Context: an optimization exercise on an open-source flow, tuned for small area and a short achievable clock period. The choices shown serve that exercise and are no tape-out recipe.
Function was checked by simulation only, so behaviour that the tests miss may differ from the original.
Power figures rest on the tool's default switching activity, not on a simulated workload.

### flow/run.sh
#!/bin/bash
# synth_recipe.tcl (not shown) runs the flow's synth.tcl, then flattens the netlist and writes it again
# the make line also repeats each setting of config.mk as NAME=value (left out here)
make -C /OpenROAD-flow-scripts/flow DESIGN_CONFIG=/design/flow/config.mk WORK_HOME=/design/flow/orfs CLKGATE_MAP_FILE= SYNTH_SCRIPT=/design/flow/synth_recipe.tcl finish
### flow/config.mk
export PLATFORM = sky130hd
export DESIGN_NAME = fu_top
export DESIGN_NICKNAME = fu_top
export VERILOG_FILES = /design/flow/design.v
export SDC_FILE = /design/flow/constraint.sdc
export NUM_CORES = 4
export LEC_CHECK = 0
export ABC_AREA = 1
export CAP_MARGIN = 20
export CORE_MARGIN = 2
export CORE_UTILIZATION = 40
export PLACE_DENSITY = 0.6
export SLEW_MARGIN = 20
### flow/constraint.sdc
create_clock -name core_clock -period 13.0 [get_ports {clk_i}]
set_input_delay 2.6000 -clock core_clock [delete_from_list [all_inputs] [get_ports {clk_i}]]
set_output_delay 2.6000 -clock core_clock [all_outputs]
set_load 0.01 [all_outputs]
### flow/design.v
`timescale 1ns/100ps
package fu_pkg;
  localparam int unsigned N_BITS = 32;
  localparam int unsigned ACC_LEN_W = 16;
  localparam int unsigned SHAMT_W = 5;
  typedef logic [N_BITS-1:0] data_t;
  typedef logic [ACC_LEN_W-1:0] acc_len_t;
  typedef enum logic [3:0] {
    NOP  = 4'd0,
    ADD  = 4'd1,
    SUB  = 4'd2,
    MUL  = 4'd3,
    LSH  = 4'd4,
    ARSH = 4'd5,
    LRSH = 4'd6,
    MIN  = 4'd7,
    MAX  = 4'd8,
    ABS  = 4'd9,
    ACC  = 4'd10,
    DIV  = 4'd11,
    REM  = 4'd12
  } fu_op_e;
endpackage
`timescale 1ns/100ps
module fu_alu (
  input  fu_pkg::fu_op_e instr_i,
  input  fu_pkg::data_t  a_i,
  input  fu_pkg::data_t  b_i,
  output fu_pkg::data_t  res_o
);
  fu_pkg::data_t               add_a;
  fu_pkg::data_t               add_b;
  logic                add_cin;
  logic [fu_pkg::N_BITS:0]     add_full;
  fu_pkg::data_t               add_res;
  logic                a_lt_b;
  fu_pkg::data_t               mul_res;
  fu_pkg::data_t               pp [fu_pkg::N_BITS/2];
  fu_pkg::data_t               pp_neg;
  logic [fu_pkg::SHAMT_W-1:0]  shamt;
  fu_pkg::data_t               a_rev;
  logic [2*fu_pkg::N_BITS-1:0] shift_in;
  logic [2*fu_pkg::N_BITS-1:0] shift_full;
  fu_pkg::data_t               shift_res;
  fu_pkg::data_t               lsh_res;
  always_comb begin
    add_a   = a_i;
    add_b   = b_i;
    add_cin = 1'b0;
    case (instr_i)
      fu_pkg::SUB, fu_pkg::MIN, fu_pkg::MAX: begin
        add_b   = ~b_i;
        add_cin = 1'b1;
      end
      fu_pkg::ABS: begin
        add_a   = '0;
        add_b   = ~a_i;
        add_cin = 1'b1;
      end
      default: begin
        add_cin = 1'b0;
      end
    endcase
  end
  assign add_full = {add_a, add_cin} + {add_b, add_cin};
  assign add_res  = add_full[fu_pkg::N_BITS:1];
  assign a_lt_b = (a_i[fu_pkg::N_BITS-1] != b_i[fu_pkg::N_BITS-1]) ? a_i[fu_pkg::N_BITS-1] : add_res[fu_pkg::N_BITS-1];
  always_comb begin
    logic [fu_pkg::N_BITS:0] bx;
    logic bneg, bone, btwo;
    bx = {b_i, 1'b0};
    pp_neg = '0;
    for (int i = 0; i < fu_pkg::N_BITS/2; i++) begin
      bneg = bx[2*i+2];
      bone = bx[2*i+1] ^ bx[2*i];
      btwo = (bx[2*i+2] & ~bx[2*i+1] & ~bx[2*i]) | (~bx[2*i+2] & bx[2*i+1] & bx[2*i]);
      pp[i] = '0;
      for (int k = 2*i; k < fu_pkg::N_BITS; k++) begin
        pp[i][k] = ((bone & a_i[k-2*i]) | (btwo & ((k > 2*i) ? a_i[k-2*i-1] : 1'b0))) ^ bneg;
      end
      pp_neg[2*i] = bneg;
    end
  end
  fu_pkg::data_t mul_row0;
  fu_pkg::data_t mul_row1;
  logic t1, t2, t3, t4, t5, t6, t7, t8;
  logic t9, t10, t11, t12, t13, t14, t15, t16;
  logic t17, t18, t19, t20, t21, t22, t23, t24;
  logic t25, t26, t27, t28, t29, t30, t31, t32;
  logic t33, t34, t35, t36, t37, t38, t39, t40;
  logic t41, t42, t43, t44, t45, t46, t47, t48;
  logic t49, t50, t51, t52, t53, t54, t55, t56;
  logic t57, t58, t59, t60, t61, t62, t63, t64;
  logic t65, t66, t67, t68, t69, t70, t71, t72;
  logic t73, t74, t75, t76, t77, t78, t79, t80;
  logic t81, t82, t83, t84, t85, t86, t87, t88;
  logic t89, t90, t91, t92, t93, t94, t95, t96;
  logic t97, t98, t99, t100, t101, t102, t103, t104;
  logic t105, t106, t107, t108, t109, t110, t111, t112;
  logic t113, t114, t115, t116, t117, t118, t119, t120;
  logic t121, t122, t123, t124, t125, t126, t127, t128;
  logic t129, t130, t131, t132, t133, t134, t135, t136;
  logic t137, t138, t139, t140, t141, t142, t143, t144;
  logic t145, t146, t147, t148, t149, t150, t151, t152;
  logic t153, t154, t155, t156, t157, t158, t159, t160;
  logic t161, t162, t163, t164, t165, t166, t167, t168;
  logic t169, t170, t171, t172, t173, t174, t175, t176;
  logic t177, t178, t179, t180, t181, t182, t183, t184;
  logic t185, t186, t187, t188, t189, t190, t191, t192;
  logic t193, t194, t195, t196, t197, t198, t199, t200;
  logic t201, t202, t203, t204, t205, t206, t207, t208;
  logic t209, t210, t211, t212, t213, t214, t215, t216;
  logic t217, t218, t219, t220, t221, t222, t223, t224;
  logic t225, t226, t227, t228, t229, t230, t231, t232;
  logic t233, t234, t235, t236, t237, t238, t239, t240;
  logic t241, t242, t243, t244, t245, t246, t247, t248;
  logic t249, t250, t251, t252, t253, t254, t255, t256;
  logic t257, t258, t259, t260, t261, t262, t263, t264;
  logic t265, t266, t267, t268, t269, t270, t271, t272;
  logic t273, t274, t275, t276, t277, t278, t279, t280;
  logic t281, t282, t283, t284, t285, t286, t287, t288;
  logic t289, t290, t291, t292, t293, t294, t295, t296;
  logic t297, t298, t299, t300, t301, t302, t303, t304;
  logic t305, t306, t307, t308, t309, t310, t311, t312;
  logic t313, t314, t315, t316, t317, t318, t319, t320;
  logic t321, t322, t323, t324, t325, t326, t327, t328;
  logic t329, t330, t331, t332, t333, t334, t335, t336;
  logic t337, t338, t339, t340, t341, t342, t343, t344;
  logic t345, t346, t347, t348, t349, t350, t351, t352;
  logic t353, t354, t355, t356, t357, t358, t359, t360;
  logic t361, t362, t363, t364, t365, t366, t367, t368;
  logic t369, t370, t371, t372, t373, t374, t375, t376;
  logic t377, t378, t379, t380, t381, t382, t383, t384;
  logic t385, t386, t387, t388, t389, t390, t391, t392;
  logic t393, t394, t395, t396, t397, t398, t399, t400;
  logic t401, t402, t403, t404, t405, t406, t407, t408;
  logic t409, t410, t411, t412, t413, t414, t415, t416;
  logic t417, t418, t419, t420, t421, t422, t423, t424;
  logic t425, t426, t427, t428, t429, t430, t431, t432;
  logic t433, t434, t435, t436, t437, t438, t439, t440;
  logic t441, t442, t443, t444, t445, t446, t447, t448;
  logic t449, t450, t451, t452, t453, t454, t455, t456;
  logic t457, t458, t459, t460, t461, t462, t463, t464;
  logic t465, t466, t467, t468, t469, t470, t471, t472;
  logic t473, t474, t475, t476, t477, t478, t479, t480;
  assign t1 = pp[0][24] ^ pp[1][24];
  assign t2 = pp[0][24] & pp[1][24];
  assign t3 = pp[0][25] ^ pp[1][25];
  assign t4 = pp[0][25] & pp[1][25];
  assign t5 = pp[0][26] ^ pp[1][26] ^ pp[2][26];
  assign t6 = (pp[0][26] & pp[1][26]) | (pp[2][26] & (pp[0][26] ^ pp[1][26]));
  assign t7 = pp[3][26] ^ pp[4][26];
  assign t8 = pp[3][26] & pp[4][26];
  assign t9 = pp[0][27] ^ pp[1][27] ^ pp[2][27];
  assign t10 = (pp[0][27] & pp[1][27]) | (pp[2][27] & (pp[0][27] ^ pp[1][27]));
  assign t11 = pp[3][27] ^ pp[4][27];
  assign t12 = pp[3][27] & pp[4][27];
  assign t13 = pp[0][28] ^ pp[1][28] ^ pp[2][28];
  assign t14 = (pp[0][28] & pp[1][28]) | (pp[2][28] & (pp[0][28] ^ pp[1][28]));
  assign t15 = pp[3][28] ^ pp[4][28] ^ pp[5][28];
  assign t16 = (pp[3][28] & pp[4][28]) | (pp[5][28] & (pp[3][28] ^ pp[4][28]));
  assign t17 = pp[6][28] ^ pp[7][28];
  assign t18 = pp[6][28] & pp[7][28];
  assign t19 = pp[0][29] ^ pp[1][29] ^ pp[2][29];
  assign t20 = (pp[0][29] & pp[1][29]) | (pp[2][29] & (pp[0][29] ^ pp[1][29]));
  assign t21 = pp[3][29] ^ pp[4][29] ^ pp[5][29];
  assign t22 = (pp[3][29] & pp[4][29]) | (pp[5][29] & (pp[3][29] ^ pp[4][29]));
  assign t23 = pp[6][29] ^ pp[7][29];
  assign t24 = pp[6][29] & pp[7][29];
  assign t25 = pp[0][30] ^ pp[1][30] ^ pp[2][30];
  assign t26 = (pp[0][30] & pp[1][30]) | (pp[2][30] & (pp[0][30] ^ pp[1][30]));
  assign t27 = pp[3][30] ^ pp[4][30] ^ pp[5][30];
  assign t28 = (pp[3][30] & pp[4][30]) | (pp[5][30] & (pp[3][30] ^ pp[4][30]));
  assign t29 = pp[6][30] ^ pp[7][30] ^ pp[8][30];
  assign t30 = (pp[6][30] & pp[7][30]) | (pp[8][30] & (pp[6][30] ^ pp[7][30]));
  assign t31 = pp[9][30] ^ pp[10][30];
  assign t32 = pp[9][30] & pp[10][30];
  assign t33 = pp[0][31] ^ pp[1][31] ^ pp[2][31];
  assign t34 = (pp[0][31] & pp[1][31]) | (pp[2][31] & (pp[0][31] ^ pp[1][31]));
  assign t35 = pp[3][31] ^ pp[4][31] ^ pp[5][31];
  assign t36 = (pp[3][31] & pp[4][31]) | (pp[5][31] & (pp[3][31] ^ pp[4][31]));
  assign t37 = pp[6][31] ^ pp[7][31] ^ pp[8][31];
  assign t38 = (pp[6][31] & pp[7][31]) | (pp[8][31] & (pp[6][31] ^ pp[7][31]));
  assign t39 = pp[9][31] ^ pp[10][31];
  assign t40 = pp[9][31] & pp[10][31];
  assign t41 = pp[0][16] ^ pp[1][16];
  assign t42 = pp[0][16] & pp[1][16];
  assign t43 = pp[0][17] ^ pp[1][17];
  assign t44 = pp[0][17] & pp[1][17];
  assign t45 = pp[0][18] ^ pp[1][18] ^ pp[2][18];
  assign t46 = (pp[0][18] & pp[1][18]) | (pp[2][18] & (pp[0][18] ^ pp[1][18]));
  assign t47 = pp[3][18] ^ pp[4][18];
  assign t48 = pp[3][18] & pp[4][18];
  assign t49 = pp[0][19] ^ pp[1][19] ^ pp[2][19];
  assign t50 = (pp[0][19] & pp[1][19]) | (pp[2][19] & (pp[0][19] ^ pp[1][19]));
  assign t51 = pp[3][19] ^ pp[4][19];
  assign t52 = pp[3][19] & pp[4][19];
  assign t53 = pp[0][20] ^ pp[1][20] ^ pp[2][20];
  assign t54 = (pp[0][20] & pp[1][20]) | (pp[2][20] & (pp[0][20] ^ pp[1][20]));
  assign t55 = pp[3][20] ^ pp[4][20] ^ pp[5][20];
  assign t56 = (pp[3][20] & pp[4][20]) | (pp[5][20] & (pp[3][20] ^ pp[4][20]));
  assign t57 = pp[6][20] ^ pp[7][20];
  assign t58 = pp[6][20] & pp[7][20];
  assign t59 = pp[0][21] ^ pp[1][21] ^ pp[2][21];
  assign t60 = (pp[0][21] & pp[1][21]) | (pp[2][21] & (pp[0][21] ^ pp[1][21]));
  assign t61 = pp[3][21] ^ pp[4][21] ^ pp[5][21];
  assign t62 = (pp[3][21] & pp[4][21]) | (pp[5][21] & (pp[3][21] ^ pp[4][21]));
  assign t63 = pp[6][21] ^ pp[7][21];
  assign t64 = pp[6][21] & pp[7][21];
  assign t65 = pp[0][22] ^ pp[1][22] ^ pp[2][22];
  assign t66 = (pp[0][22] & pp[1][22]) | (pp[2][22] & (pp[0][22] ^ pp[1][22]));
  assign t67 = pp[3][22] ^ pp[4][22] ^ pp[5][22];
  assign t68 = (pp[3][22] & pp[4][22]) | (pp[5][22] & (pp[3][22] ^ pp[4][22]));
  assign t69 = pp[6][22] ^ pp[7][22] ^ pp[8][22];
  assign t70 = (pp[6][22] & pp[7][22]) | (pp[8][22] & (pp[6][22] ^ pp[7][22]));
  assign t71 = pp[9][22] ^ pp[10][22];
  assign t72 = pp[9][22] & pp[10][22];
  assign t73 = pp[0][23] ^ pp[1][23] ^ pp[2][23];
  assign t74 = (pp[0][23] & pp[1][23]) | (pp[2][23] & (pp[0][23] ^ pp[1][23]));
  assign t75 = pp[3][23] ^ pp[4][23] ^ pp[5][23];
  assign t76 = (pp[3][23] & pp[4][23]) | (pp[5][23] & (pp[3][23] ^ pp[4][23]));
  assign t77 = pp[6][23] ^ pp[7][23] ^ pp[8][23];
  assign t78 = (pp[6][23] & pp[7][23]) | (pp[8][23] & (pp[6][23] ^ pp[7][23]));
  assign t79 = pp[9][23] ^ pp[10][23];
  assign t80 = pp[9][23] & pp[10][23];
  assign t81 = pp[2][24] ^ pp[3][24] ^ pp[4][24];
  assign t82 = (pp[2][24] & pp[3][24]) | (pp[4][24] & (pp[2][24] ^ pp[3][24]));
  assign t83 = pp[5][24] ^ pp[6][24] ^ pp[7][24];
  assign t84 = (pp[5][24] & pp[6][24]) | (pp[7][24] & (pp[5][24] ^ pp[6][24]));
  assign t85 = pp[8][24] ^ pp[9][24] ^ pp[10][24];
  assign t86 = (pp[8][24] & pp[9][24]) | (pp[10][24] & (pp[8][24] ^ pp[9][24]));
  assign t87 = pp[11][24] ^ pp[12][24] ^ pp_neg[24];
  assign t88 = (pp[11][24] & pp[12][24]) | (pp_neg[24] & (pp[11][24] ^ pp[12][24]));
  assign t89 = pp[2][25] ^ pp[3][25] ^ pp[4][25];
  assign t90 = (pp[2][25] & pp[3][25]) | (pp[4][25] & (pp[2][25] ^ pp[3][25]));
  assign t91 = pp[5][25] ^ pp[6][25] ^ pp[7][25];
  assign t92 = (pp[5][25] & pp[6][25]) | (pp[7][25] & (pp[5][25] ^ pp[6][25]));
  assign t93 = pp[8][25] ^ pp[9][25] ^ pp[10][25];
  assign t94 = (pp[8][25] & pp[9][25]) | (pp[10][25] & (pp[8][25] ^ pp[9][25]));
  assign t95 = pp[11][25] ^ pp[12][25] ^ t3;
  assign t96 = (pp[11][25] & pp[12][25]) | (t3 & (pp[11][25] ^ pp[12][25]));
  assign t97 = pp[5][26] ^ pp[6][26] ^ pp[7][26];
  assign t98 = (pp[5][26] & pp[6][26]) | (pp[7][26] & (pp[5][26] ^ pp[6][26]));
  assign t99 = pp[8][26] ^ pp[9][26] ^ pp[10][26];
  assign t100 = (pp[8][26] & pp[9][26]) | (pp[10][26] & (pp[8][26] ^ pp[9][26]));
  assign t101 = pp[11][26] ^ pp[12][26] ^ pp[13][26];
  assign t102 = (pp[11][26] & pp[12][26]) | (pp[13][26] & (pp[11][26] ^ pp[12][26]));
  assign t103 = pp_neg[26] ^ t5 ^ t7;
  assign t104 = (pp_neg[26] & t5) | (t7 & (pp_neg[26] ^ t5));
  assign t105 = pp[5][27] ^ pp[6][27] ^ pp[7][27];
  assign t106 = (pp[5][27] & pp[6][27]) | (pp[7][27] & (pp[5][27] ^ pp[6][27]));
  assign t107 = pp[8][27] ^ pp[9][27] ^ pp[10][27];
  assign t108 = (pp[8][27] & pp[9][27]) | (pp[10][27] & (pp[8][27] ^ pp[9][27]));
  assign t109 = pp[11][27] ^ pp[12][27] ^ pp[13][27];
  assign t110 = (pp[11][27] & pp[12][27]) | (pp[13][27] & (pp[11][27] ^ pp[12][27]));
  assign t111 = t9 ^ t11 ^ t6;
  assign t112 = (t9 & t11) | (t6 & (t9 ^ t11));
  assign t113 = pp[8][28] ^ pp[9][28] ^ pp[10][28];
  assign t114 = (pp[8][28] & pp[9][28]) | (pp[10][28] & (pp[8][28] ^ pp[9][28]));
  assign t115 = pp[11][28] ^ pp[12][28] ^ pp[13][28];
  assign t116 = (pp[11][28] & pp[12][28]) | (pp[13][28] & (pp[11][28] ^ pp[12][28]));
  assign t117 = pp[14][28] ^ pp_neg[28] ^ t13;
  assign t118 = (pp[14][28] & pp_neg[28]) | (t13 & (pp[14][28] ^ pp_neg[28]));
  assign t119 = t15 ^ t17 ^ t10;
  assign t120 = (t15 & t17) | (t10 & (t15 ^ t17));
  assign t121 = pp[8][29] ^ pp[9][29] ^ pp[10][29];
  assign t122 = (pp[8][29] & pp[9][29]) | (pp[10][29] & (pp[8][29] ^ pp[9][29]));
  assign t123 = pp[11][29] ^ pp[12][29] ^ pp[13][29];
  assign t124 = (pp[11][29] & pp[12][29]) | (pp[13][29] & (pp[11][29] ^ pp[12][29]));
  assign t125 = pp[14][29] ^ t19 ^ t21;
  assign t126 = (pp[14][29] & t19) | (t21 & (pp[14][29] ^ t19));
  assign t127 = t23 ^ t14 ^ t16;
  assign t128 = (t23 & t14) | (t16 & (t23 ^ t14));
  assign t129 = pp[11][30] ^ pp[12][30] ^ pp[13][30];
  assign t130 = (pp[11][30] & pp[12][30]) | (pp[13][30] & (pp[11][30] ^ pp[12][30]));
  assign t131 = pp[14][30] ^ pp[15][30] ^ pp_neg[30];
  assign t132 = (pp[14][30] & pp[15][30]) | (pp_neg[30] & (pp[14][30] ^ pp[15][30]));
  assign t133 = t25 ^ t27 ^ t29;
  assign t134 = (t25 & t27) | (t29 & (t25 ^ t27));
  assign t135 = t31 ^ t20 ^ t22;
  assign t136 = (t31 & t20) | (t22 & (t31 ^ t20));
  assign t137 = pp[11][31] ^ pp[12][31] ^ pp[13][31];
  assign t138 = (pp[11][31] & pp[12][31]) | (pp[13][31] & (pp[11][31] ^ pp[12][31]));
  assign t139 = pp[14][31] ^ pp[15][31] ^ t33;
  assign t140 = (pp[14][31] & pp[15][31]) | (t33 & (pp[14][31] ^ pp[15][31]));
  assign t141 = t35 ^ t37 ^ t39;
  assign t142 = (t35 & t37) | (t39 & (t35 ^ t37));
  assign t143 = t26 ^ t28 ^ t30;
  assign t144 = (t26 & t28) | (t30 & (t26 ^ t28));
  assign t145 = pp[0][10] ^ pp[1][10];
  assign t146 = pp[0][10] & pp[1][10];
  assign t147 = pp[0][11] ^ pp[1][11];
  assign t148 = pp[0][11] & pp[1][11];
  assign t149 = pp[0][12] ^ pp[1][12] ^ pp[2][12];
  assign t150 = (pp[0][12] & pp[1][12]) | (pp[2][12] & (pp[0][12] ^ pp[1][12]));
  assign t151 = pp[3][12] ^ pp[4][12];
  assign t152 = pp[3][12] & pp[4][12];
  assign t153 = pp[0][13] ^ pp[1][13] ^ pp[2][13];
  assign t154 = (pp[0][13] & pp[1][13]) | (pp[2][13] & (pp[0][13] ^ pp[1][13]));
  assign t155 = pp[3][13] ^ pp[4][13];
  assign t156 = pp[3][13] & pp[4][13];
  assign t157 = pp[0][14] ^ pp[1][14] ^ pp[2][14];
  assign t158 = (pp[0][14] & pp[1][14]) | (pp[2][14] & (pp[0][14] ^ pp[1][14]));
  assign t159 = pp[3][14] ^ pp[4][14] ^ pp[5][14];
  assign t160 = (pp[3][14] & pp[4][14]) | (pp[5][14] & (pp[3][14] ^ pp[4][14]));
  assign t161 = pp[6][14] ^ pp[7][14];
  assign t162 = pp[6][14] & pp[7][14];
  assign t163 = pp[0][15] ^ pp[1][15] ^ pp[2][15];
  assign t164 = (pp[0][15] & pp[1][15]) | (pp[2][15] & (pp[0][15] ^ pp[1][15]));
  assign t165 = pp[3][15] ^ pp[4][15] ^ pp[5][15];
  assign t166 = (pp[3][15] & pp[4][15]) | (pp[5][15] & (pp[3][15] ^ pp[4][15]));
  assign t167 = pp[6][15] ^ pp[7][15];
  assign t168 = pp[6][15] & pp[7][15];
  assign t169 = pp[2][16] ^ pp[3][16] ^ pp[4][16];
  assign t170 = (pp[2][16] & pp[3][16]) | (pp[4][16] & (pp[2][16] ^ pp[3][16]));
  assign t171 = pp[5][16] ^ pp[6][16] ^ pp[7][16];
  assign t172 = (pp[5][16] & pp[6][16]) | (pp[7][16] & (pp[5][16] ^ pp[6][16]));
  assign t173 = pp[8][16] ^ pp_neg[16] ^ t41;
  assign t174 = (pp[8][16] & pp_neg[16]) | (t41 & (pp[8][16] ^ pp_neg[16]));
  assign t175 = pp[2][17] ^ pp[3][17] ^ pp[4][17];
  assign t176 = (pp[2][17] & pp[3][17]) | (pp[4][17] & (pp[2][17] ^ pp[3][17]));
  assign t177 = pp[5][17] ^ pp[6][17] ^ pp[7][17];
  assign t178 = (pp[5][17] & pp[6][17]) | (pp[7][17] & (pp[5][17] ^ pp[6][17]));
  assign t179 = pp[8][17] ^ t43 ^ t42;
  assign t180 = (pp[8][17] & t43) | (t42 & (pp[8][17] ^ t43));
  assign t181 = pp[5][18] ^ pp[6][18] ^ pp[7][18];
  assign t182 = (pp[5][18] & pp[6][18]) | (pp[7][18] & (pp[5][18] ^ pp[6][18]));
  assign t183 = pp[8][18] ^ pp[9][18] ^ pp_neg[18];
  assign t184 = (pp[8][18] & pp[9][18]) | (pp_neg[18] & (pp[8][18] ^ pp[9][18]));
  assign t185 = t45 ^ t47 ^ t44;
  assign t186 = (t45 & t47) | (t44 & (t45 ^ t47));
  assign t187 = pp[5][19] ^ pp[6][19] ^ pp[7][19];
  assign t188 = (pp[5][19] & pp[6][19]) | (pp[7][19] & (pp[5][19] ^ pp[6][19]));
  assign t189 = pp[8][19] ^ pp[9][19] ^ t49;
  assign t190 = (pp[8][19] & pp[9][19]) | (t49 & (pp[8][19] ^ pp[9][19]));
  assign t191 = t51 ^ t46 ^ t48;
  assign t192 = (t51 & t46) | (t48 & (t51 ^ t46));
  assign t193 = pp[8][20] ^ pp[9][20] ^ pp[10][20];
  assign t194 = (pp[8][20] & pp[9][20]) | (pp[10][20] & (pp[8][20] ^ pp[9][20]));
  assign t195 = pp_neg[20] ^ t53 ^ t55;
  assign t196 = (pp_neg[20] & t53) | (t55 & (pp_neg[20] ^ t53));
  assign t197 = t57 ^ t50 ^ t52;
  assign t198 = (t57 & t50) | (t52 & (t57 ^ t50));
  assign t199 = pp[8][21] ^ pp[9][21] ^ pp[10][21];
  assign t200 = (pp[8][21] & pp[9][21]) | (pp[10][21] & (pp[8][21] ^ pp[9][21]));
  assign t201 = t59 ^ t61 ^ t63;
  assign t202 = (t59 & t61) | (t63 & (t59 ^ t61));
  assign t203 = t54 ^ t56 ^ t58;
  assign t204 = (t54 & t56) | (t58 & (t54 ^ t56));
  assign t205 = pp[11][22] ^ pp_neg[22] ^ t65;
  assign t206 = (pp[11][22] & pp_neg[22]) | (t65 & (pp[11][22] ^ pp_neg[22]));
  assign t207 = t67 ^ t69 ^ t71;
  assign t208 = (t67 & t69) | (t71 & (t67 ^ t69));
  assign t209 = t60 ^ t62 ^ t64;
  assign t210 = (t60 & t62) | (t64 & (t60 ^ t62));
  assign t211 = pp[11][23] ^ t73 ^ t75;
  assign t212 = (pp[11][23] & t73) | (t75 & (pp[11][23] ^ t73));
  assign t213 = t77 ^ t79 ^ t66;
  assign t214 = (t77 & t79) | (t66 & (t77 ^ t79));
  assign t215 = t68 ^ t70 ^ t72;
  assign t216 = (t68 & t70) | (t72 & (t68 ^ t70));
  assign t217 = t1 ^ t81 ^ t83;
  assign t218 = (t1 & t81) | (t83 & (t1 ^ t81));
  assign t219 = t85 ^ t87 ^ t74;
  assign t220 = (t85 & t87) | (t74 & (t85 ^ t87));
  assign t221 = t76 ^ t78 ^ t80;
  assign t222 = (t76 & t78) | (t80 & (t76 ^ t78));
  assign t223 = t2 ^ t89 ^ t91;
  assign t224 = (t2 & t89) | (t91 & (t2 ^ t89));
  assign t225 = t93 ^ t95 ^ t82;
  assign t226 = (t93 & t95) | (t82 & (t93 ^ t95));
  assign t227 = t84 ^ t86 ^ t88;
  assign t228 = (t84 & t86) | (t88 & (t84 ^ t86));
  assign t229 = t4 ^ t97 ^ t99;
  assign t230 = (t4 & t97) | (t99 & (t4 ^ t97));
  assign t231 = t101 ^ t103 ^ t90;
  assign t232 = (t101 & t103) | (t90 & (t101 ^ t103));
  assign t233 = t92 ^ t94 ^ t96;
  assign t234 = (t92 & t94) | (t96 & (t92 ^ t94));
  assign t235 = t8 ^ t105 ^ t107;
  assign t236 = (t8 & t105) | (t107 & (t8 ^ t105));
  assign t237 = t109 ^ t111 ^ t98;
  assign t238 = (t109 & t111) | (t98 & (t109 ^ t111));
  assign t239 = t100 ^ t102 ^ t104;
  assign t240 = (t100 & t102) | (t104 & (t100 ^ t102));
  assign t241 = t12 ^ t113 ^ t115;
  assign t242 = (t12 & t113) | (t115 & (t12 ^ t113));
  assign t243 = t117 ^ t119 ^ t106;
  assign t244 = (t117 & t119) | (t106 & (t117 ^ t119));
  assign t245 = t108 ^ t110 ^ t112;
  assign t246 = (t108 & t110) | (t112 & (t108 ^ t110));
  assign t247 = t18 ^ t121 ^ t123;
  assign t248 = (t18 & t121) | (t123 & (t18 ^ t121));
  assign t249 = t125 ^ t127 ^ t114;
  assign t250 = (t125 & t127) | (t114 & (t125 ^ t127));
  assign t251 = t116 ^ t118 ^ t120;
  assign t252 = (t116 & t118) | (t120 & (t116 ^ t118));
  assign t253 = t24 ^ t129 ^ t131;
  assign t254 = (t24 & t129) | (t131 & (t24 ^ t129));
  assign t255 = t133 ^ t135 ^ t122;
  assign t256 = (t133 & t135) | (t122 & (t133 ^ t135));
  assign t257 = t124 ^ t126 ^ t128;
  assign t258 = (t124 & t126) | (t128 & (t124 ^ t126));
  assign t259 = t32 ^ t137 ^ t139;
  assign t260 = (t32 & t137) | (t139 & (t32 ^ t137));
  assign t261 = t141 ^ t143 ^ t130;
  assign t262 = (t141 & t143) | (t130 & (t141 ^ t143));
  assign t263 = t132 ^ t134 ^ t136;
  assign t264 = (t132 & t134) | (t136 & (t132 ^ t134));
  assign t265 = pp[0][6] ^ pp[1][6];
  assign t266 = pp[0][6] & pp[1][6];
  assign t267 = pp[0][7] ^ pp[1][7];
  assign t268 = pp[0][7] & pp[1][7];
  assign t269 = pp[0][8] ^ pp[1][8] ^ pp[2][8];
  assign t270 = (pp[0][8] & pp[1][8]) | (pp[2][8] & (pp[0][8] ^ pp[1][8]));
  assign t271 = pp[3][8] ^ pp[4][8];
  assign t272 = pp[3][8] & pp[4][8];
  assign t273 = pp[0][9] ^ pp[1][9] ^ pp[2][9];
  assign t274 = (pp[0][9] & pp[1][9]) | (pp[2][9] & (pp[0][9] ^ pp[1][9]));
  assign t275 = pp[3][9] ^ pp[4][9];
  assign t276 = pp[3][9] & pp[4][9];
  assign t277 = pp[2][10] ^ pp[3][10] ^ pp[4][10];
  assign t278 = (pp[2][10] & pp[3][10]) | (pp[4][10] & (pp[2][10] ^ pp[3][10]));
  assign t279 = pp[5][10] ^ pp_neg[10] ^ t145;
  assign t280 = (pp[5][10] & pp_neg[10]) | (t145 & (pp[5][10] ^ pp_neg[10]));
  assign t281 = pp[2][11] ^ pp[3][11] ^ pp[4][11];
  assign t282 = (pp[2][11] & pp[3][11]) | (pp[4][11] & (pp[2][11] ^ pp[3][11]));
  assign t283 = pp[5][11] ^ t147 ^ t146;
  assign t284 = (pp[5][11] & t147) | (t146 & (pp[5][11] ^ t147));
  assign t285 = pp[5][12] ^ pp[6][12] ^ pp_neg[12];
  assign t286 = (pp[5][12] & pp[6][12]) | (pp_neg[12] & (pp[5][12] ^ pp[6][12]));
  assign t287 = t149 ^ t151 ^ t148;
  assign t288 = (t149 & t151) | (t148 & (t149 ^ t151));
  assign t289 = pp[5][13] ^ pp[6][13] ^ t153;
  assign t290 = (pp[5][13] & pp[6][13]) | (t153 & (pp[5][13] ^ pp[6][13]));
  assign t291 = t155 ^ t150 ^ t152;
  assign t292 = (t155 & t150) | (t152 & (t155 ^ t150));
  assign t293 = pp_neg[14] ^ t157 ^ t159;
  assign t294 = (pp_neg[14] & t157) | (t159 & (pp_neg[14] ^ t157));
  assign t295 = t161 ^ t154 ^ t156;
  assign t296 = (t161 & t154) | (t156 & (t161 ^ t154));
  assign t297 = t163 ^ t165 ^ t167;
  assign t298 = (t163 & t165) | (t167 & (t163 ^ t165));
  assign t299 = t158 ^ t160 ^ t162;
  assign t300 = (t158 & t160) | (t162 & (t158 ^ t160));
  assign t301 = t169 ^ t171 ^ t173;
  assign t302 = (t169 & t171) | (t173 & (t169 ^ t171));
  assign t303 = t164 ^ t166 ^ t168;
  assign t304 = (t164 & t166) | (t168 & (t164 ^ t166));
  assign t305 = t175 ^ t177 ^ t179;
  assign t306 = (t175 & t177) | (t179 & (t175 ^ t177));
  assign t307 = t170 ^ t172 ^ t174;
  assign t308 = (t170 & t172) | (t174 & (t170 ^ t172));
  assign t309 = t181 ^ t183 ^ t185;
  assign t310 = (t181 & t183) | (t185 & (t181 ^ t183));
  assign t311 = t176 ^ t178 ^ t180;
  assign t312 = (t176 & t178) | (t180 & (t176 ^ t178));
  assign t313 = t187 ^ t189 ^ t191;
  assign t314 = (t187 & t189) | (t191 & (t187 ^ t189));
  assign t315 = t182 ^ t184 ^ t186;
  assign t316 = (t182 & t184) | (t186 & (t182 ^ t184));
  assign t317 = t193 ^ t195 ^ t197;
  assign t318 = (t193 & t195) | (t197 & (t193 ^ t195));
  assign t319 = t188 ^ t190 ^ t192;
  assign t320 = (t188 & t190) | (t192 & (t188 ^ t190));
  assign t321 = t199 ^ t201 ^ t203;
  assign t322 = (t199 & t201) | (t203 & (t199 ^ t201));
  assign t323 = t194 ^ t196 ^ t198;
  assign t324 = (t194 & t196) | (t198 & (t194 ^ t196));
  assign t325 = t205 ^ t207 ^ t209;
  assign t326 = (t205 & t207) | (t209 & (t205 ^ t207));
  assign t327 = t200 ^ t202 ^ t204;
  assign t328 = (t200 & t202) | (t204 & (t200 ^ t202));
  assign t329 = t211 ^ t213 ^ t215;
  assign t330 = (t211 & t213) | (t215 & (t211 ^ t213));
  assign t331 = t206 ^ t208 ^ t210;
  assign t332 = (t206 & t208) | (t210 & (t206 ^ t208));
  assign t333 = t217 ^ t219 ^ t221;
  assign t334 = (t217 & t219) | (t221 & (t217 ^ t219));
  assign t335 = t212 ^ t214 ^ t216;
  assign t336 = (t212 & t214) | (t216 & (t212 ^ t214));
  assign t337 = t223 ^ t225 ^ t227;
  assign t338 = (t223 & t225) | (t227 & (t223 ^ t225));
  assign t339 = t218 ^ t220 ^ t222;
  assign t340 = (t218 & t220) | (t222 & (t218 ^ t220));
  assign t341 = t229 ^ t231 ^ t233;
  assign t342 = (t229 & t231) | (t233 & (t229 ^ t231));
  assign t343 = t224 ^ t226 ^ t228;
  assign t344 = (t224 & t226) | (t228 & (t224 ^ t226));
  assign t345 = t235 ^ t237 ^ t239;
  assign t346 = (t235 & t237) | (t239 & (t235 ^ t237));
  assign t347 = t230 ^ t232 ^ t234;
  assign t348 = (t230 & t232) | (t234 & (t230 ^ t232));
  assign t349 = t241 ^ t243 ^ t245;
  assign t350 = (t241 & t243) | (t245 & (t241 ^ t243));
  assign t351 = t236 ^ t238 ^ t240;
  assign t352 = (t236 & t238) | (t240 & (t236 ^ t238));
  assign t353 = t247 ^ t249 ^ t251;
  assign t354 = (t247 & t249) | (t251 & (t247 ^ t249));
  assign t355 = t242 ^ t244 ^ t246;
  assign t356 = (t242 & t244) | (t246 & (t242 ^ t244));
  assign t357 = t253 ^ t255 ^ t257;
  assign t358 = (t253 & t255) | (t257 & (t253 ^ t255));
  assign t359 = t248 ^ t250 ^ t252;
  assign t360 = (t248 & t250) | (t252 & (t248 ^ t250));
  assign t361 = t259 ^ t261 ^ t263;
  assign t362 = (t259 & t261) | (t263 & (t259 ^ t261));
  assign t363 = t254 ^ t256 ^ t258;
  assign t364 = (t254 & t256) | (t258 & (t254 ^ t256));
  assign t365 = pp[0][4] ^ pp[1][4];
  assign t366 = pp[0][4] & pp[1][4];
  assign t367 = pp[0][5] ^ pp[1][5];
  assign t368 = pp[0][5] & pp[1][5];
  assign t369 = pp[2][6] ^ pp[3][6] ^ pp_neg[6];
  assign t370 = (pp[2][6] & pp[3][6]) | (pp_neg[6] & (pp[2][6] ^ pp[3][6]));
  assign t371 = pp[2][7] ^ pp[3][7] ^ t267;
  assign t372 = (pp[2][7] & pp[3][7]) | (t267 & (pp[2][7] ^ pp[3][7]));
  assign t373 = pp_neg[8] ^ t269 ^ t271;
  assign t374 = (pp_neg[8] & t269) | (t271 & (pp_neg[8] ^ t269));
  assign t375 = t273 ^ t275 ^ t270;
  assign t376 = (t273 & t275) | (t270 & (t273 ^ t275));
  assign t377 = t277 ^ t279 ^ t274;
  assign t378 = (t277 & t279) | (t274 & (t277 ^ t279));
  assign t379 = t281 ^ t283 ^ t278;
  assign t380 = (t281 & t283) | (t278 & (t281 ^ t283));
  assign t381 = t285 ^ t287 ^ t282;
  assign t382 = (t285 & t287) | (t282 & (t285 ^ t287));
  assign t383 = t289 ^ t291 ^ t286;
  assign t384 = (t289 & t291) | (t286 & (t289 ^ t291));
  assign t385 = t293 ^ t295 ^ t290;
  assign t386 = (t293 & t295) | (t290 & (t293 ^ t295));
  assign t387 = t297 ^ t299 ^ t294;
  assign t388 = (t297 & t299) | (t294 & (t297 ^ t299));
  assign t389 = t301 ^ t303 ^ t298;
  assign t390 = (t301 & t303) | (t298 & (t301 ^ t303));
  assign t391 = t305 ^ t307 ^ t302;
  assign t392 = (t305 & t307) | (t302 & (t305 ^ t307));
  assign t393 = t309 ^ t311 ^ t306;
  assign t394 = (t309 & t311) | (t306 & (t309 ^ t311));
  assign t395 = t313 ^ t315 ^ t310;
  assign t396 = (t313 & t315) | (t310 & (t313 ^ t315));
  assign t397 = t317 ^ t319 ^ t314;
  assign t398 = (t317 & t319) | (t314 & (t317 ^ t319));
  assign t399 = t321 ^ t323 ^ t318;
  assign t400 = (t321 & t323) | (t318 & (t321 ^ t323));
  assign t401 = t325 ^ t327 ^ t322;
  assign t402 = (t325 & t327) | (t322 & (t325 ^ t327));
  assign t403 = t329 ^ t331 ^ t326;
  assign t404 = (t329 & t331) | (t326 & (t329 ^ t331));
  assign t405 = t333 ^ t335 ^ t330;
  assign t406 = (t333 & t335) | (t330 & (t333 ^ t335));
  assign t407 = t337 ^ t339 ^ t334;
  assign t408 = (t337 & t339) | (t334 & (t337 ^ t339));
  assign t409 = t341 ^ t343 ^ t338;
  assign t410 = (t341 & t343) | (t338 & (t341 ^ t343));
  assign t411 = t345 ^ t347 ^ t342;
  assign t412 = (t345 & t347) | (t342 & (t345 ^ t347));
  assign t413 = t349 ^ t351 ^ t346;
  assign t414 = (t349 & t351) | (t346 & (t349 ^ t351));
  assign t415 = t353 ^ t355 ^ t350;
  assign t416 = (t353 & t355) | (t350 & (t353 ^ t355));
  assign t417 = t357 ^ t359 ^ t354;
  assign t418 = (t357 & t359) | (t354 & (t357 ^ t359));
  assign t419 = t361 ^ t363 ^ t358;
  assign t420 = (t361 & t363) | (t358 & (t361 ^ t363));
  assign t421 = pp[0][2] ^ pp[1][2];
  assign t422 = pp[0][2] & pp[1][2];
  assign t423 = pp[0][3] ^ pp[1][3];
  assign t424 = pp[0][3] & pp[1][3];
  assign t425 = pp[2][4] ^ pp_neg[4] ^ t365;
  assign t426 = (pp[2][4] & pp_neg[4]) | (t365 & (pp[2][4] ^ pp_neg[4]));
  assign t427 = pp[2][5] ^ t367 ^ t366;
  assign t428 = (pp[2][5] & t367) | (t366 & (pp[2][5] ^ t367));
  assign t429 = t265 ^ t369 ^ t368;
  assign t430 = (t265 & t369) | (t368 & (t265 ^ t369));
  assign t431 = t266 ^ t371 ^ t370;
  assign t432 = (t266 & t371) | (t370 & (t266 ^ t371));
  assign t433 = t268 ^ t373 ^ t372;
  assign t434 = (t268 & t373) | (t372 & (t268 ^ t373));
  assign t435 = t272 ^ t375 ^ t374;
  assign t436 = (t272 & t375) | (t374 & (t272 ^ t375));
  assign t437 = t276 ^ t377 ^ t376;
  assign t438 = (t276 & t377) | (t376 & (t276 ^ t377));
  assign t439 = t280 ^ t379 ^ t378;
  assign t440 = (t280 & t379) | (t378 & (t280 ^ t379));
  assign t441 = t284 ^ t381 ^ t380;
  assign t442 = (t284 & t381) | (t380 & (t284 ^ t381));
  assign t443 = t288 ^ t383 ^ t382;
  assign t444 = (t288 & t383) | (t382 & (t288 ^ t383));
  assign t445 = t292 ^ t385 ^ t384;
  assign t446 = (t292 & t385) | (t384 & (t292 ^ t385));
  assign t447 = t296 ^ t387 ^ t386;
  assign t448 = (t296 & t387) | (t386 & (t296 ^ t387));
  assign t449 = t300 ^ t389 ^ t388;
  assign t450 = (t300 & t389) | (t388 & (t300 ^ t389));
  assign t451 = t304 ^ t391 ^ t390;
  assign t452 = (t304 & t391) | (t390 & (t304 ^ t391));
  assign t453 = t308 ^ t393 ^ t392;
  assign t454 = (t308 & t393) | (t392 & (t308 ^ t393));
  assign t455 = t312 ^ t395 ^ t394;
  assign t456 = (t312 & t395) | (t394 & (t312 ^ t395));
  assign t457 = t316 ^ t397 ^ t396;
  assign t458 = (t316 & t397) | (t396 & (t316 ^ t397));
  assign t459 = t320 ^ t399 ^ t398;
  assign t460 = (t320 & t399) | (t398 & (t320 ^ t399));
  assign t461 = t324 ^ t401 ^ t400;
  assign t462 = (t324 & t401) | (t400 & (t324 ^ t401));
  assign t463 = t328 ^ t403 ^ t402;
  assign t464 = (t328 & t403) | (t402 & (t328 ^ t403));
  assign t465 = t332 ^ t405 ^ t404;
  assign t466 = (t332 & t405) | (t404 & (t332 ^ t405));
  assign t467 = t336 ^ t407 ^ t406;
  assign t468 = (t336 & t407) | (t406 & (t336 ^ t407));
  assign t469 = t340 ^ t409 ^ t408;
  assign t470 = (t340 & t409) | (t408 & (t340 ^ t409));
  assign t471 = t344 ^ t411 ^ t410;
  assign t472 = (t344 & t411) | (t410 & (t344 ^ t411));
  assign t473 = t348 ^ t413 ^ t412;
  assign t474 = (t348 & t413) | (t412 & (t348 ^ t413));
  assign t475 = t352 ^ t415 ^ t414;
  assign t476 = (t352 & t415) | (t414 & (t352 ^ t415));
  assign t477 = t356 ^ t417 ^ t416;
  assign t478 = (t356 & t417) | (t416 & (t356 ^ t417));
  assign t479 = t360 ^ t419 ^ t418;
  assign t480 = (t360 & t419) | (t418 & (t360 ^ t419));
  assign mul_row0 = {t479, t477, t475, t473, t471, t469, t467, t465, t463, t461, t459, t457, t455, t453, t451, t449, t447, t445, t443, t441, t439, t437, t435, t433, t431, t429, t427, t425, t423, pp_neg[2], pp[0][1], pp[0][0]};
  assign mul_row1 = {t478, t476, t474, t472, t470, t468, t466, t464, t462, t460, t458, t456, t454, t452, t450, t448, t446, t444, t442, t440, t438, t436, t434, t432, t430, t428, t426, t424, t422, t421, 1'b0, pp_neg[0]};
  assign mul_res = mul_row0 + mul_row1;
  assign shamt = b_i[fu_pkg::SHAMT_W-1:0];
  always_comb begin
    for (int i = 0; i < fu_pkg::N_BITS; i++) begin
      a_rev[i] = a_i[fu_pkg::N_BITS-1-i];
    end
  end
  always_comb begin
    case (instr_i)
      fu_pkg::LSH:     shift_in = {{fu_pkg::N_BITS{1'b0}}, a_rev};
      fu_pkg::LRSH:    shift_in = {{fu_pkg::N_BITS{1'b0}}, a_i};
      default: shift_in = {{fu_pkg::N_BITS{a_i[fu_pkg::N_BITS-1]}}, a_i};
    endcase
  end
  assign shift_full = shift_in >> shamt;
  assign shift_res  = shift_full[fu_pkg::N_BITS-1:0];
  always_comb begin
    for (int i = 0; i < fu_pkg::N_BITS; i++) begin
      lsh_res[i] = shift_res[fu_pkg::N_BITS-1-i];
    end
  end
  always_comb begin
    case (instr_i)
      fu_pkg::ADD, fu_pkg::ACC, fu_pkg::SUB: res_o = add_res;
      fu_pkg::MUL:           res_o = mul_res;
      fu_pkg::LSH:           res_o = lsh_res;
      fu_pkg::ARSH, fu_pkg::LRSH:    res_o = shift_res;
      fu_pkg::MIN:           res_o = a_lt_b ? a_i : b_i;
      fu_pkg::MAX:           res_o = a_lt_b ? b_i : a_i;
      fu_pkg::ABS:           res_o = a_i[fu_pkg::N_BITS-1] ? add_res : a_i;
      default:       res_o = '0;
    endcase
  end
endmodule
`timescale 1ns/100ps
module fu_acc_ctrl (
  input  logic             clk_i,
  input  logic             rst_n_i,
  input  logic             acc_en_i,
  input  logic             ops_valid_i,
  input  logic             pea_ready_i,
  input  fu_pkg::acc_len_t acc_len_i,
  output logic             acc_valid_o,
  output logic             acc_loopback_o
);
  fu_pkg::acc_len_t cnt_q;
  logic     accept;
  logic     run_end;
  assign accept = ops_valid_i & pea_ready_i;
  assign run_end = (cnt_q == acc_len_i);
  always_ff @(posedge clk_i or negedge rst_n_i) begin
    if (!rst_n_i) begin
      cnt_q          <= '0;
      acc_loopback_o <= 1'b0;
    end else if (!acc_en_i) begin
      cnt_q          <= '0;
      acc_loopback_o <= 1'b0;
    end else if (accept) begin
      if (run_end) begin
        cnt_q          <= '0;
        acc_loopback_o <= 1'b0;
      end else begin
        cnt_q          <= cnt_q + fu_pkg::acc_len_t'(1);
        acc_loopback_o <= 1'b1;
      end
    end
  end
  assign acc_valid_o = ops_valid_i & run_end;
endmodule
`timescale 1ns/100ps
module div_stage #(
  parameter int unsigned J0 = 0,
  parameter int unsigned N  = 1
) (
  input  logic [((J0 > 0) ? J0 : 1)-1:0] rem_i,
  input  logic [N-1:0]                   dvd_i,
  input  fu_pkg::data_t                  divisor_i,
  output logic [J0+N-1:0]                rem_o,
  output logic [N-1:0]                   quo_o
);
  localparam int unsigned NB = fu_pkg::N_BITS;
  fu_pkg::data_t rem [N+1];
  if (J0 > 0) begin : g_rin
    always_comb begin
      rem[0]       = '0;
      rem[0][J0-1:0] = rem_i;
    end
  end else begin : g_rzero
    assign rem[0] = '0;
  end
  for (genvar s = 0; s < N; s++) begin : g_step
    localparam int unsigned J = J0 + s;
    localparam int unsigned W = J + 1;
    logic [W-1:0] rem_ext;
    logic [W:0]   diff;
    logic         hi_zero;
    logic         fits;
    if (J == 0) begin : g_first
      assign rem_ext = dvd_i[N-1-s];
    end else begin : g_next
      assign rem_ext = {rem[s][J-1:0], dvd_i[N-1-s]};
    end
    if (J >= NB - 1) begin : g_full
      assign hi_zero = 1'b1;
    end else begin : g_part
      assign hi_zero = ~|divisor_i[NB-1:J+1];
    end
    assign diff = {1'b0, rem_ext} - {1'b0, divisor_i[W-1:0]};
    assign fits = hi_zero & ~diff[W];
    always_comb begin
      rem[s+1]        = '0;
      rem[s+1][W-1:0] = fits ? diff[W-1:0] : rem_ext;
    end
    assign quo_o[N-1-s] = fits;
  end
  assign rem_o = rem[N][J0+N-1:0];
endmodule
`timescale 1ns/100ps
module div_pipe #(
  parameter logic [31:0] REG_AFTER = 32'h08420820
) (
  input  logic          clk_i,
  input  logic          rst_n_i,
  input  logic          in_valid_i,
  input  logic          pea_ready_i,
  input  fu_pkg::data_t a_i,
  input  fu_pkg::data_t b_i,
  output fu_pkg::data_t q_o,
  output fu_pkg::data_t r_o,
  output logic          valid_o
);
  localparam int unsigned NB = fu_pkg::N_BITS;
  function automatic int unsigned seg_begin(input int unsigned k);
    int unsigned n;
    int unsigned b;
    n = 0;
    b = (k == 0) ? 0 : NB;
    for (int unsigned j = 0; j < NB - 1; j++) begin
      if (REG_AFTER[j]) begin
        n = n + 1;
        if (n == k) b = j + 1;
      end
    end
    seg_begin = b;
  endfunction
  function automatic int unsigned seg_count();
    int unsigned n;
    n = 1;
    for (int unsigned j = 0; j < NB - 1; j++) begin
      if (REG_AFTER[j]) n = n + 1;
    end
    seg_count = n;
  endfunction
  localparam int unsigned NSEG = seg_count();
  fu_pkg::data_t rem   [NSEG+1];
  fu_pkg::data_t quo   [NSEG+1];
  fu_pkg::data_t dvs   [NSEG+1];
  logic          neg_q [NSEG+1];
  logic          neg_r [NSEG+1];
  logic          vld   [NSEG+1];
  logic a_neg;
  logic b_neg;
  logic b_zero;
  assign a_neg  = a_i[NB-1];
  assign b_neg  = b_i[NB-1];
  assign b_zero = (b_i == '0);
  assign rem[0]   = '0;
  assign quo[0]   = a_neg ? -a_i : a_i;
  assign dvs[0]   = b_neg ? -b_i : b_i;
  assign neg_q[0] = (a_neg ^ b_neg) & ~b_zero;
  assign neg_r[0] = a_neg;
  assign vld[0]   = in_valid_i;
  for (genvar k = 0; k < NSEG; k++) begin : g_seg
    localparam int unsigned B = seg_begin(k);
    localparam int unsigned E = seg_begin(k + 1);
    localparam int unsigned N = E - B;
    logic [((B > 0) ? B : 1)-1:0] rem_in;
    logic [E-1:0]                 rem_nxt;
    logic [N-1:0]                 q_bits;
    fu_pkg::data_t                quo_nxt;
    if (B > 0) begin : g_rin
      assign rem_in = rem[k][B-1:0];
    end else begin : g_rzero
      assign rem_in = 1'b0;
    end
    div_stage #(
      .J0(B),
      .N (N)
    ) div_stage_inst (
      .rem_i    (rem_in),
      .dvd_i    (quo[k][NB-1:NB-N]),
      .divisor_i(dvs[k]),
      .rem_o    (rem_nxt),
      .quo_o    (q_bits)
    );
    if (N < NB) begin : g_shift
      assign quo_nxt = {quo[k][NB-N-1:0], q_bits};
    end else begin : g_whole
      assign quo_nxt = q_bits;
    end
    if (REG_AFTER[E-1]) begin : g_reg
      logic [E-1:0]  rem_q;
      fu_pkg::data_t quo_q;
      fu_pkg::data_t dvs_q;
      logic          neg_q_q;
      logic          neg_r_q;
      logic          vld_q;
      always_ff @(posedge clk_i or negedge rst_n_i) begin
        if (!rst_n_i) begin
          vld_q <= 1'b0;
        end else if (pea_ready_i) begin
          vld_q <= vld[k];
        end
      end
      always_ff @(posedge clk_i) begin
        if (pea_ready_i) begin
          rem_q   <= rem_nxt;
          quo_q   <= quo_nxt;
          dvs_q   <= dvs[k];
          neg_q_q <= neg_q[k];
          neg_r_q <= neg_r[k];
        end
      end
      always_comb begin
        rem[k+1]        = '0;
        rem[k+1][E-1:0] = rem_q;
      end
      assign quo[k+1]   = quo_q;
      assign dvs[k+1]   = dvs_q;
      assign neg_q[k+1] = neg_q_q;
      assign neg_r[k+1] = neg_r_q;
      assign vld[k+1]   = vld_q;
    end else begin : g_comb
      always_comb begin
        rem[k+1]        = '0;
        rem[k+1][E-1:0] = rem_nxt;
      end
      assign quo[k+1]   = quo_nxt;
      assign dvs[k+1]   = dvs[k];
      assign neg_q[k+1] = neg_q[k];
      assign neg_r[k+1] = neg_r[k];
      assign vld[k+1]   = vld[k];
    end
  end
  assign q_o     = neg_q[NSEG] ? -quo[NSEG] : quo[NSEG];
  assign r_o     = neg_r[NSEG] ? -rem[NSEG] : rem[NSEG];
  assign valid_o = vld[NSEG];
endmodule
`timescale 1ns/100ps
module fu_top #(
  parameter int unsigned DIV_STAGE_BITS = 2
) (
  input  logic             clk_i,
  input  logic             rst_n_i,
  input  logic             ops_valid_i,
  input  logic             pea_ready_i,
  input  fu_pkg::data_t    a_i,
  input  fu_pkg::data_t    b_i,
  input  fu_pkg::fu_op_e   instr_i,
  input  fu_pkg::acc_len_t acc_len_i,
  output logic             valid_o,
  output logic             acc_loopback_o,
  output fu_pkg::data_t    res_o,
  output fu_pkg::data_t    rem_q_o
);
  fu_pkg::fu_op_e alu_op;
  logic   is_acc;
  logic   is_div;
  logic   is_rem;
  logic   acc_en;
  logic   acc_valid;
  logic   div_in_valid;
  logic   div_valid;
  fu_pkg::data_t  alu_res;
  fu_pkg::data_t  div_q;
  fu_pkg::data_t  div_r;
  always_comb begin
    alu_op = fu_pkg::NOP;
    is_acc = 1'b0;
    is_div = 1'b0;
    is_rem = 1'b0;
    case (instr_i)
      fu_pkg::ADD, fu_pkg::SUB, fu_pkg::MUL, fu_pkg::LSH, fu_pkg::ARSH, fu_pkg::LRSH, fu_pkg::MIN, fu_pkg::MAX, fu_pkg::ABS: begin
        alu_op = instr_i;
      end
      fu_pkg::ACC: begin
        alu_op = fu_pkg::ACC;
        is_acc = 1'b1;
      end
      fu_pkg::DIV:     is_div = 1'b1;
      fu_pkg::REM:     is_rem = 1'b1;
      default: alu_op = fu_pkg::NOP;
    endcase
  end
  assign acc_en       = is_acc;
  assign div_in_valid = ops_valid_i & (is_div | is_rem);
  fu_alu fu_alu_inst (
    .instr_i(alu_op),
    .a_i    (a_i),
    .b_i    (b_i),
    .res_o  (alu_res)
  );
  fu_acc_ctrl fu_acc_ctrl_inst (
    .clk_i         (clk_i),
    .rst_n_i       (rst_n_i),
    .acc_en_i      (acc_en),
    .ops_valid_i   (ops_valid_i),
    .pea_ready_i   (pea_ready_i),
    .acc_len_i     (acc_len_i),
    .acc_valid_o   (acc_valid),
    .acc_loopback_o(acc_loopback_o)
  );
  div_pipe div_pipe_inst (
    .clk_i      (clk_i),
    .rst_n_i    (rst_n_i),
    .in_valid_i (div_in_valid),
    .pea_ready_i(pea_ready_i),
    .a_i        (a_i),
    .b_i        (b_i),
    .q_o        (div_q),
    .r_o        (div_r),
    .valid_o    (div_valid)
  );
  assign valid_o = (is_div | is_rem) ? div_valid :
                   is_acc            ? acc_valid : ops_valid_i;
  always_comb begin
    res_o   = alu_res;
    rem_q_o = '0;
    if (is_div) begin
      res_o   = div_q;
      rem_q_o = div_r;
    end else if (is_rem) begin
      res_o   = div_r;
      rem_q_o = div_q;
    end
  end
endmodule
==> impl_metrics.yaml, run 1 <==
outcome:
  outcome: "timing/DRC/antenna clean"
sta:
  fin_ws_ps: 316.5
  final_critical_period_ps: 12680
  finClkSkew_ps: 37.93
  timing_hold_violations_final: 0
  max_freq_mhz: 78.84
  slew_violations: 0
  timing.slew.headroom_pct: 22.89
  layout_worst_path_cycle_share_pct: 97.57
  worstMarginPinSlew_ps: 1157
  setup_violations: 0
drt:
  routed_wirelength_um: 322900
  ant_nets: 0
  iteration_0_drc_markers: 6891
  routedWlPerCell_um: 24.80
  post_route_drc: 0
  detailedRoute.firstPassIterationCount: 6
  dr_total_vias: 73310
  drt-vias-per-instance: 5.630
logic_synthesis:
  synth-seq-cells: 439
  syn_inst: 10130
  ys_async_sr_fraction_pct: 5.011
  yosys_cell_types: 78
  syn_area_um2: 69340
  synth_top_cells_by_area: "edfxtp_1 18%, nand2_1 13%, ha_1 12%, xor2_1 7.7%, inv_1 6.5%"
  synth_top_cell_area_share_pct: 18.06
  synthesis.nets: 11080
  synth_top_cells_by_count: "2,403 x nand2_1, 1,195 x inv_1, 714 x a21oi_1, 710 x o21ai_0, 664 x nor2_1"
  seq_area_frac_synth_pct: 18.85
  synth.most_common_cell: "nand2_1"
  postSynthAreaPerCell_um2: 6.847
  synth-edff-count: 417
  dominantRegCellSynth: "edfxtp_1"
  synthDominantAreaCellType: "edfxtp_1"
  count_of_yosys_warnings_during_synthesis: 29
global_route:
  grt_usage_pct: 35.66
  grt_start_max_net_pins: 186
  grt_antenna_before_repair: 24
  grt_pass1_wl_um: 464700
  gr-total-overflow: 0
  vias_in_the_first_global_route: 70040
worst_setup_path:
  number_of_stages_on_the_worst_setup_path: 25
  cp_data_required_time_ps: 10400
  cp.arrival_ps: 10080
  worst_path_most_repeated_cell: "fa_1"
  reg2reg_setup_slack_ps: 1000
  cp_slowest_cell: "clkdlybuf4s50_1"
  timing_worst_setup_path_type: "input port to primary output"
  timing.critical_path.from_type: "input port"
  crit_path_end_kind: "primary output"
  critical_path_buf_inv_count: 7
  worstPathMaxFanout: 13
  critical-path-max-stage-delay_ps: 720
  worst_reg_to_reg_cells: 78
  path_delay_family: "adder cells"
cells_and_area:
  post-route-cell-area_um2: 80760
  layoutNonFillerInstCount: 13020
  ff_latch_area_um2: 13070
  multiInputGateArea_um2: 51240
  drive_above_1_share_pct: 11.82
  final_core_util_pct: 46.98
  area_growth_syn_to_layout_pct: 16.47
  filler_cell_count: 17850
  final_net_count: 11610
placed_design:
  gp_congestion: 1.050
  placed_cell_area_um2: 77270
  dp_slack_ps: -526.7
  io_buffer_count: 153
  placed_cells: 12870
  dp_hpwl_um: 264800
clock_network:
  cts.sinks: 439
  clock_latency_ps: 670
  clock_tree.buffer_depth: 3
  cts_root_buf: "clkbuf_16"
  numCtsBuffers: 50
  clock_pin_slew_of_the_registers_on_the_worst_case_setup_and_hold_paths_ps: 60
  cts_hold_repair.buffers: 0
  cts.htree.levels: 2
  tritoncts: "done"
power:
  ir_worst_vdd_v: 0.001040
  powerDensity_nw_per_um2: 222.2
  power_leakage_nw: 38.77
floorplanning:
  io-pin-count: 154
  dieArea_um2: 176700
  core_area_um2: 171900
  die-height_um: 420.4
  placementRows: 152
  dieWidth_um: 420.4
  initial_core_util_pct: 40.33
hold_path:
  min_path_type: "flip-flop to flip-flop"
  min_delay_path_depth: 0
flow_run:
  cap_viol_max_count: 0
state kept, by name, indices dropped and copies added (netlist names):
signal and flops:
div_pipe_inst.g_seg.g_reg.dvs_q 160, div_pipe_inst.g_seg.g_reg.quo_q 160, div_pipe_inst.g_seg.g_reg.rem_q 87, fu_acc_ctrl_inst.cnt_q 16, div_pipe_inst.g_seg.g_reg.neg_q_q 5, div_pipe_inst.g_seg.g_reg.neg_r_q 5
div_pipe_inst.g_seg.g_reg.vld_q 5, fu_acc_ctrl_inst.acc_loopback_o 1
repair_timing:
item / in CTS / in global routing
gates cloned: 0 / 3
setup buffers: 7 / 44
resized for setup: 56 / 348
endpoints found under the setup margin: 61 / 154
pin swaps: 4 / 39
layout make-up:
cell class / instances / share of cell area, %
clock inverters: 34 / 0.5174
clock buffers: 57 / 1.582
repair buffers: 833 / 8.769
well taps: 2310 / 3.579
diodes: 11 / 0.03408
flip-flops and latches: 439 / 16.19
multi-input cells: 8088 / 63.45
inverters: 1249 / 5.887
placed cells by master (no fill, tap or decap), types with 19 or more instances in the layout:
| master | n |
|---|---|
| inv_2 | 32 |
| dlymetal6s2s_1 | 43 |
| a31oi_1 | 41 |
| nand4_1 | 111 |
| nand3_1 | 571 |
| o211ai_1 | 54 |
| o21ai_2 | 30 |
| nor4_1 | 35 |
| buf_12 | 27 |
| o21a_1 | 56 |
| xnor2_1 | 186 |
| clkdlybuf4s50_1 | 92 |
| a21oi_2 | 36 |
| a21oi_1 | 679 |
| and2_1 | 66 |
| buf_4 | 643 |
| nor2_1 | 643 |
| ha_4 | 24 |
| clkinv_1 | 27 |
| a21o_1 | 42 |
| xor2_1 | 602 |
| o22ai_1 | 283 |
| dfrtp_1 | 22 |
| ha_1 | 603 |
| nor2_2 | 31 |
| or2_2 | 81 |
| nand3b_1 | 32 |
| o221ai_1 | 19 |
| o21bai_1 | 56 |
| nand2_1 | 2362 |
| nor3_2 | 19 |
| edfxtp_1 | 417 |
| fa_1 | 217 |
| nand2_2 | 84 |
| inv_1 | 1174 |
| nand3_2 | 36 |
| o21ai_0 | 657 |
| o21ai_1 | 124 |
| nor3_1 | 95 |
| clkbuf_16 | 52 |
metal layers:
layer  part of all wire, %  global-route usage [%]
met1                    42                   45.51
met2                    45                   57.40
met3                   5.9                   4.594
met4                   7.1                   21.43
met5                 0.050                       0
cell families after synthesis:
logic type | Yosys count | share of synthesized area (%)
xor gates and xnor gates | 798 | 10.10
adders and majority gates | 859 | 17.86
muxes | 8 | 0.1209
DFF | 439 | 18.85
buffers and inverters | 1602 | 8.998
AOI/OAI and AO/OA | 2176 | 17.64
and+or+nand+nor | 4246 | 26.43
path summary, 6_finish.rpt:
| kind | startpoint | endpoint |
|---|---|---|
| max | b_i[14] | res_o[23] |
| min | div_pipe_inst.g_seg[1].g_reg.quo_q[19] | div_pipe_inst.g_seg[2].g_reg.quo_q[25] |
| max reg2reg | div_pipe_inst.g_seg[1].g_reg.dvs_q[4] | div_pipe_inst.g_seg[2].g_reg.rem_q[13] |
| min reg2reg | div_pipe_inst.g_seg[1].g_reg.quo_q[19] | div_pipe_inst.g_seg[2].g_reg.quo_q[25] |
| max in group asynchronous | rst_n_i | fu_acc_ctrl_inst.cnt_q[15] |
| min in group asynchronous | rst_n_i | div_pipe_inst.g_seg[0].g_reg.vld_q |
per-stage QoR:
step | TNS, ps | hold WS, ps | power [mW]
floorplan | 0 | 400.3 | 10.26
global placement | -1964 | 400.7 | 16.14
detailed placement | -1268 | 404.5 | 15.96
CTS | 0 | 396.8 | 17.63
global route | -146.7 | 398.9 | 19.40
finish | 0 | 396.1 | 17.94
power by group:
group	switching [mW]	internal [mW]	total, mW
logic	9.40	5.31	14.7
clock network	0.640	0.841	1.48
registers	0.0864	1.67	1.75
total	10.1	7.81	17.9
==> inputs of run 2 (changes only) <==
--- a/flow/config.mk
+++ b/flow/config.mk
@@ -10,4 +10,4 @@
 export CORE_MARGIN = 2
 export CORE_UTILIZATION = 40
-export PLACE_DENSITY = 0.6
+export PLACE_DENSITY = 0.75
 export SLEW_MARGIN = 20
==> impl_metrics.yaml, run 2 <==
logic_synthesis:
  synth_top_cell_area_share_pct: 18.06
  synth_compound_area_share_pct: 17.64
  synth-xor-area-share_pct: 10.10
  synth.most_common_cell: "nand2_1"
  postSynthAreaPerCell_um2: 6.847
  muxShareOfSynthArea_pct: 0.1209
  seq_area_frac_synth_pct: 18.85
  syn_area_um2: 69340
  main_combinational_cell_family_by_area_after_synthesis: "simple AND/OR/NAND/NOR gates"
  synth_fa_ha_area_share_pct: 17.86
  synth-edff-count: 417
  synthSimpleGateAreaFrac_pct: 26.43
  yosys_cell_types: 78
  synth-seq-cells: 439
  synthesis.nets: 11080
outcome:
  outcome: "timing/DRC/antenna clean"
placed_design:
  dp_slack_ps: -145.7
  io_buffer_count: 153
  dp_hpwl_um: 229000
  placed_cells: 12640
  gp_congestion: 1.063
power:
  internal_power_mw: 7.110
  ir_worst_vdd_v: 0.0004724
  power_leakage_nw: 37.30
  p_switching_mw: 8.865
  p_seq_share_pct: 11.0
  switching_share_pct: 55.49
  powerDensity_nw_per_um2: 202.0
sta:
  worstMarginPinSlew_ps: 1092
  max_freq_mhz: 78.61
  slew_violations: 0
  timing_hold_violations_final: 0
worst_setup_path:
  worst_path_most_repeated_cell: "fa_1"
  worst_reg_to_reg_cells: 73
  cp.arrival_ps: 10120
  timing.critical_path.from_type: "input port"
  timing_worst_setup_path_type: "input port to primary output"
  crit_path_end_kind: "primary output"
clock_network:
  cts_root_buf: "clkbuf_16"
  cts.sinks: 439
  numCtsBuffers: 47
  cts_hold_repair.buffers: 0
  cts.htree.levels: 2
  clock_tree.buffer_depth: 3
cells_and_area:
  final_common_cell: "nand2_1"
  area_growth_syn_to_layout_pct: 14.02
  drive_above_1_share_pct: 9.839
  multiInputGateArea_um2: 51340
  reg.largest.list: "div_pipe_inst.g_seg.g_reg.dvs_q x160, div_pipe_inst.g_seg.g_reg.quo_q x160, div_pipe_inst.g_seg.g_reg.rem_q x87"
  layoutNonFillerInstCount: 12780
  final_net_count: 11380
  mostFrequentLayoutCells: "2,366 x nand2_1, 1,159 x inv_1, 692 x a21oi_1"
global_route:
  grt_usage_pct: 30.88
  grt_pass1_wl_um: 414100
  vias_in_the_first_global_route: 67370
  grt_start_max_net_pins: 90
drt:
  max_used_layer: "met5"
  detailedRoute.firstPassIterationCount: 6
  routedWlPerCell_um: 22.12
  ant_nets: 0
  post_route_m1_wl_um: 114900
  routed_wirelength_um: 282800
  drt-vias-per-instance: 5.627
  detailroute.wirelength.met3_um: 22410
floorplanning:
  core_area_um2: 171900
  dieWidth_um: 420.4
  dieArea_um2: 176700
  initial_core_util_pct: 40.33
  die-height_um: 420.4
hold_path:
  min_path_type: "flip-flop to flip-flop"
flow_run:
  cap_viol_max_count: 0
-- run 2: changes by cell type in the layout (fill, tap and decap cells not counted), moves of 10 or more --
| cell | change |
|---|---|
| buf_12 | -10 |
| inv_1 | -15 |
| clkdlybuf4s50_1 | +26 |
| dlymetal6s2s_1 | -16 |
| ha_1 | -16 |
| inv_2 | +10 |
| a21oi_1 | +13 |
| buf_4 | -224 |
| ha_4 | +17 |
| a21oi_2 | -12 |
-- run 2: power groups by stage --
| stage | clock network, mW | logic, mW | registers [mW] |
|---|---|---|---|
| 4_1_cts | 1.41 | 12.5 | 1.75 |
| 6_report | 1.38 | 12.8 | 1.75 |
| 2_1_floorplan | 0 | 8.53 | 1.73 |
| 5_1_grt | 1.45 | 14.2 | 1.76 |
| 3_5_place_dp | 0 | 12.4 | 1.78 |
| 3_3_place_gp | 0 | 12.4 | 1.78 |
-- run 2: layout make-up --
class | instances | area share [%]
Multi-Input combinational cell | 8088 | 64.93
Sequential cell | 439 | 16.53
Timing Repair Buffer | 609 | 6.824
Inverter | 1249 | 6.042
Tap cell | 2310 | 3.656
Clock buffer | 53 | 1.516
Clock inverter | 30 | 0.4716
Antenna cell | 5 | 0.01583
Timing Repair inverter | 1 | 0.009495
-- run 2: metal layers --
metal | track usage, % | vias to the layer above
met5 | 0 | -
li1 | - | 34620
met4 | 17.64 | 8
met3 | 4.539 | 759
met2 | 49.70 | 3271
met1 | 39.41 | 33290
-- run 2: final timing paths --
check / to / start / slack (ps)
min in group asynchronous: fu_acc_ctrl_inst.cnt_q[6] / rst_n_i / 1970
worst min-delay path: div_pipe_inst.g_seg[1].g_reg.quo_q[18] / div_pipe_inst.g_seg[0].g_reg.quo_q[12] / 390
worst max register to register: div_pipe_inst.g_seg[3].g_reg.rem_q[22] / div_pipe_inst.g_seg[2].g_reg.dvs_q[13] / 930
worst min register to register: div_pipe_inst.g_seg[1].g_reg.quo_q[18] / div_pipe_inst.g_seg[0].g_reg.quo_q[12] / 390
max in group asynchronous: fu_acc_ctrl_inst.cnt_q[1] / rst_n_i / 10620
worst max-delay path: res_o[25] / b_i[4] / 280
-- run 2: kinds of logic after synthesis --
group | Yosys count
simple gates | 4246
compound gates | 2176
buf+inv | 1602
fa+ha+maj | 859
xor+xnor | 798
flops | 439
mux | 8
-- run 2: critical path, delay by kind of cell --
family | cells | cell delay (ps)
adders and majority gates | 6 | 2900
buffers and inverters | 8 | 1930
AOI/OAI and AO/OA | 7 | 1340
and+or+nand+nor | 7 | 1150
xor gates and xnor gates | 1 | 190
-- run 2: what timing repair did --
item,CTS,global route
resized for setup,34,354
pin swaps,2,25
buffers inserted,4,48
cloned,1,6
setup endpoints to repair,49,154
-- run 2: metrics by stage --
step                util, %  area [um2]  total power, mW  setup TNS (ps)
finish                45.99       79060            15.97               0
global route          45.98       79050            17.44          -847.6
global placement      43.88       75440            14.21          -121.3
floorplan                 -       69340            10.26               0
CTS                   44.91       77200            15.61               0
detailed placement    43.88       75440            14.14          -145.7

-- afterwards: timing with drivers on the ports --
The results above use ideal ports. As a check the final layouts listed here were re-extracted and re-timed, cells and wires unchanged.
Step 1 (the two cells are an assumption about what drives the block):
set clk [get_ports {clk_i}]
set_driving_cell -lib_cell sky130_fd_sc_hd__clkbuf_16 $clk
set_driving_cell -lib_cell sky130_fd_sc_hd__buf_2 [delete_from_list [all_inputs] $clk]
Step 2, shift: input delay + t, output delay - t, t = (earliest + latest rising clock arrival at the registers) / 2. This alone moves slack from input paths to output paths.
a / b / c = ideal / step 1 / step 2; a / b = the first two.
run	t, ns	setup WS [ns]	worst hold slack (ns)
run 1	0.724	0.316 / 0.291 / 0.065	0.396 / 0.396 / 0.396
run 2	0.696	0.280 / 0.243 / 0.216	0.390 / 0.390 / 0.390
After both steps setup and hold are still met in every run listed. The setup slack of run 1, which loses most, moves by -0.025 ns with the drivers and by -0.251 ns with both steps.
